What follows belongs to an exercise in optimizing a design on an open flow for small area, a short achievable clock period and few clock cycles per item; a production flow would make more cautious choices. At most, simulation tests tie the RTL to the original design; equivalence was not proved. Power is estimated from default activity; no workload was simulated.

==> run a: inputs <==
## aluTop
module aluTop (
	input  logic                            clk,
	input  logic                            rstN,
	input  logic                            start,
	input  logic [aluPkg::operandWidth-1:0] a,
	input  logic [aluPkg::operandWidth-1:0] b,
	input  aluPkg::opcodeT                  op,
	output logic                            done,
	output logic [aluPkg::resultWidth-1:0]  result,
	output logic [aluPkg::errorWidth-1:0]   error
);
	localparam int frontBits = 10;
	logic [15:16-frontBits]  qHi;
	logic [frontBits-1:0]    remHi;
	logic [17:1]             b3;
	logic [operandWidth-1:0] aQ;
	logic [operandWidth-1:0] bQ;
	aluPkg::opcodeT          opQ;
	logic [15:16-frontBits]  qHiQ;
	logic [frontBits-1:0]    remHiQ;
	logic [17:1]             b3Q;
	logic                    validQ;
	logic [resultWidth-1:0]  addSubResult;
	logic                    overflow;
	logic [resultWidth-1:0]  product;
	logic [operandWidth-1:0] quotient;
	logic [operandWidth-1:0] remainder;
	logic                    divZero;
	divFront divFront_i (
		.aIn   (a),
		.bIn   (b),
		.qHi   (qHi),
		.remHi (remHi),
		.b3Out (b3)
	);
	operandRegister #(
		.frontBits (frontBits)
	) operandRegister_i (
		.clk    (clk),
		.rstN   (rstN),
		.start  (start),
		.a      (a),
		.b      (b),
		.op     (op),
		.qHi    (qHi),
		.remHi  (remHi),
		.b3     (b3),
		.aQ     (aQ),
		.bQ     (bQ),
		.opQ    (opQ),
		.qHiQ   (qHiQ),
		.remHiQ (remHiQ),
		.b3Q    (b3Q),
		.validQ (validQ)
	);
	addSubUnit addSubUnit_i (
		.aQ           (aQ),
		.bQ           (bQ),
		.opQ          (opQ),
		.addSubResult (addSubResult),
		.overflow     (overflow)
	);
	multiplierArray multiplierArray_i (
		.aQ      (aQ),
		.bQ      (bQ),
		.product (product)
	);
	divBack divBack_i (
		.aIn       (aQ),
		.bIn       (bQ),
		.qHi       (qHiQ),
		.remHi     (remHiQ),
		.b3In      (b3Q),
		.quotient  (quotient),
		.remainder (remainder),
		.divZero   (divZero)
	);
	resultSelect resultSelect_i (
		.validQ       (validQ),
		.opQ          (opQ),
		.addSubResult (addSubResult),
		.overflow     (overflow),
		.product      (product),
		.quotient     ({{(resultWidth-operandWidth){1'b0}}, quotient}),
		.remainder    ({{(resultWidth-operandWidth){1'b0}}, remainder}),
		.divZero      (divZero),
		.result       (result),
		.error        (error),
		.done         (done)
	);
endmodule
clock: 40.0 ns
lec_check: 0
abc_area: 1
cap_margin: 20
core_margin: 2
core_utilization: 40
slew_margin: 20
standard.sh (not shown) runs the stock make flow with config.mk's settings and CLKGATE_MAP_FILE= SYNTH_SCRIPT=/design/flow/synth_recipe.tcl, a recipe that flattens the netlist after the stock synthesis.
==> flow/flow/run.sh <==
#!/bin/bash
# Own layout flow: the standard flow (standard.sh, unchanged synthesis), with
# - port buffers of a stronger cell than the smallest one buffer_ports picks by default,
# - timing repair aiming past the required slack (the clock and constraints are unchanged),
#   with resizing free to change a cell's footprint.
set -euo pipefail
MARGIN=$(cat flow/margin.txt)
bash standard.sh \
	"BUFFER_PORTS_ARGS=-buffer_cell sky130_fd_sc_hd__buf_4" \
	"SETUP_SLACK_MARGIN=$MARGIN" \
	"MATCH_CELL_FOOTPRINT=0" \
	finish > standard_flow.log 2>&1
==> flow/flow/margin.txt <==
24.5
==> run b (differences from run a) <==
--- a/flow/design.v
+++ b/flow/design.v
@@ -2537,14 +2537,14 @@
 	assign ge6_3 = (bIn <= 16'd21845) & s6_3_ge;
 	logic [15:0] r6;
 	assign q[1:0] = {ge6_2, ge6_2 ? ge6_3 : ge6_1};
 	assign r6 = ge6_2 ? (ge6_3 ? d6_3[15:0] : d6_2[15:0]) :
 		(ge6_1 ? d6_1[15:0] : x6[15:0]);
 	assign divZero   = (bIn == '0);
-	assign quotient  = q;
-	assign remainder = r6;
+	assign quotient  = divZero ? '0 : q;
+	assign remainder = divZero ? '0 : r6;
 endmodule
 import aluPkg::*;
 module resultSelect (
 	input  logic                           validQ,
 	input  aluPkg::opcodeT                 opQ,
 	input  logic [aluPkg::resultWidth-1:0] addSubResult,
@@ -2554,30 +2554,44 @@
 	input  logic [aluPkg::resultWidth-1:0] remainder,
 	input  logic                           divZero,
 	output logic [aluPkg::resultWidth-1:0] result,
 	output logic [aluPkg::errorWidth-1:0]  error,
 	output logic                           done
 );
-	logic isAddSub;
-	logic isMul;
-	logic isDiv;
-	logic isMod;
-	logic takeQuotient;
-	logic takeRemainder;
-	assign isAddSub      = (opQ.code == opAdd) || (opQ.code == opSub);
-	assign isMul         = (opQ.code == opMul);
-	assign isDiv         = (opQ.code == opDiv);
-	assign isMod         = (opQ.code == opMod);
-	assign takeQuotient  = isDiv && !divZero;
-	assign takeRemainder = isMod && !divZero;
-	assign result = ({resultWidth{isAddSub}}      & addSubResult) |
-	                ({resultWidth{isMul}}         & product)      |
-	                ({resultWidth{takeQuotient}}  & quotient)     |
-	                ({resultWidth{takeRemainder}} & remainder);
-	assign error[overflowBit] = isAddSub && overflow;
-	assign error[divZeroBit]  = (isDiv || isMod) && divZero;
+	always_comb
+	begin
+		result = '0;
+		error  = '0;
+		case (opQ.code)
+			opAdd,
+			opSub:
+			begin
+				result             = addSubResult;
+				error[overflowBit] = overflow;
+			end
+			opMul:
+			begin
+				result = product;
+			end
+			opDiv:
+			begin
+				result            = quotient;
+				error[divZeroBit] = divZero;
+			end
+			opMod:
+			begin
+				result            = remainder;
+				error[divZeroBit] = divZero;
+			end
+			default:
+			begin
+				result = '0;
+				error  = '0;
+			end
+		endcase
+	end
 	assign done = validQ;
 endmodule
 import aluPkg::*;
 module aluTop (
 	input  logic                            clk,
 	input  logic                            rstN,
==> flow/flow/run.sh (replaced) <==
#!/bin/bash
# Own layout flow: the standard flow (standard.sh, unchanged synthesis), with
# - port buffers of a stronger cell than the smallest one buffer_ports picks by default,
# - timing repair aiming past the required slack (the clock and constraints are unchanged),
#   with resizing free to change a cell's footprint.
set -euo pipefail
MARGIN=$(cat flow/margin.txt)
bash standard.sh \
	"BUFFER_PORTS_ARGS=-buffer_cell sky130_fd_sc_hd__buf_2" \
	"SETUP_SLACK_MARGIN=$MARGIN" \
	"MATCH_CELL_FOOTPRINT=0" \
	finish > standard_flow.log 2>&1
==> flow/flow/margin.txt (replaced) <==
25
==> run c (differences from run a) <==
--- a/flow/design.v
+++ b/flow/design.v
@@ -2537,14 +2537,14 @@
 	assign ge6_3 = (bIn <= 16'd21845) & s6_3_ge;
 	logic [15:0] r6;
 	assign q[1:0] = {ge6_2, ge6_2 ? ge6_3 : ge6_1};
 	assign r6 = ge6_2 ? (ge6_3 ? d6_3[15:0] : d6_2[15:0]) :
 		(ge6_1 ? d6_1[15:0] : x6[15:0]);
 	assign divZero   = (bIn == '0);
-	assign quotient  = q;
-	assign remainder = r6;
+	assign quotient  = divZero ? '0 : q;
+	assign remainder = divZero ? '0 : r6;
 endmodule
 import aluPkg::*;
 module resultSelect (
 	input  logic                           validQ,
 	input  aluPkg::opcodeT                 opQ,
 	input  logic [aluPkg::resultWidth-1:0] addSubResult,
@@ -2554,30 +2554,44 @@
 	input  logic [aluPkg::resultWidth-1:0] remainder,
 	input  logic                           divZero,
 	output logic [aluPkg::resultWidth-1:0] result,
 	output logic [aluPkg::errorWidth-1:0]  error,
 	output logic                           done
 );
-	logic isAddSub;
-	logic isMul;
-	logic isDiv;
-	logic isMod;
-	logic takeQuotient;
-	logic takeRemainder;
-	assign isAddSub      = (opQ.code == opAdd) || (opQ.code == opSub);
-	assign isMul         = (opQ.code == opMul);
-	assign isDiv         = (opQ.code == opDiv);
-	assign isMod         = (opQ.code == opMod);
-	assign takeQuotient  = isDiv && !divZero;
-	assign takeRemainder = isMod && !divZero;
-	assign result = ({resultWidth{isAddSub}}      & addSubResult) |
-	                ({resultWidth{isMul}}         & product)      |
-	                ({resultWidth{takeQuotient}}  & quotient)     |
-	                ({resultWidth{takeRemainder}} & remainder);
-	assign error[overflowBit] = isAddSub && overflow;
-	assign error[divZeroBit]  = (isDiv || isMod) && divZero;
+	always_comb
+	begin
+		result = '0;
+		error  = '0;
+		case (opQ.code)
+			opAdd,
+			opSub:
+			begin
+				result             = addSubResult;
+				error[overflowBit] = overflow;
+			end
+			opMul:
+			begin
+				result = product;
+			end
+			opDiv:
+			begin
+				result            = quotient;
+				error[divZeroBit] = divZero;
+			end
+			opMod:
+			begin
+				result            = remainder;
+				error[divZeroBit] = divZero;
+			end
+			default:
+			begin
+				result = '0;
+				error  = '0;
+			end
+		endcase
+	end
 	assign done = validQ;
 endmodule
 import aluPkg::*;
 module aluTop (
 	input  logic                            clk,
 	input  logic                            rstN,
- CORE_UTILIZATION: 40 -> 55
==> notes <==
In sequential share of layout area, run b and run a hardly differ. Against run b, the total power of run c is higher by 1.9%. Flip-flop and latch count is the same in run b and run c. In sequential power, run a and run c hardly differ. The highest wire length belongs to run b, the lowest to run c. Of run a and run b, run b has the higher clock power (gap about 2.7%, measured against run b). Die area, highest first: run a, run b, run c. Combinational power is about the same in run b and run a. Final area: run c is smaller than run b (4.2%).
Testbench counts of run b, summed over its fixed seeds: cycles 8,000, items 8,000.
Testbench counts of run c, summed over its fixed seeds: cycles 8,000, items 8,000.
Function not checked in run a: the RTL went through the layout flow alone.

separate check: timing with driven ports:
In the flow no input, the clock included, has a driving cell. The finished layouts below were timed again as built, in two steps.
Step 1 assumes that a clkbuf_16 drives the clock port and a buf_2 every other input.
Step 2 times the ports against the registers' clock, not the clock port: input delays grow and output delays shrink by t, the midpoint of the rising clock arrivals with the driver on.
Slacks: no drivers / after step 1 / after step 2; pairs: no drivers / after step 1.
run	shift t [ns]	setup slack, ns	worst setup path after step 2	slew at the worst register clock pin (ns)
run a	0.431	24.880 / 24.828 / 24.714	input to register	0.09 / 0.09
run b	0.422	25.264 / 25.211 / 25.132	input to register	0.09 / 0.09
run c	0.402	24.862 / 24.818 / 24.702	input to register	0.09 / 0.09
After both steps setup and hold are still met in every run listed. For run a, which loses most, drivers alone change the setup slack by -0.052 ns; drivers and shift together by -0.166 ns.
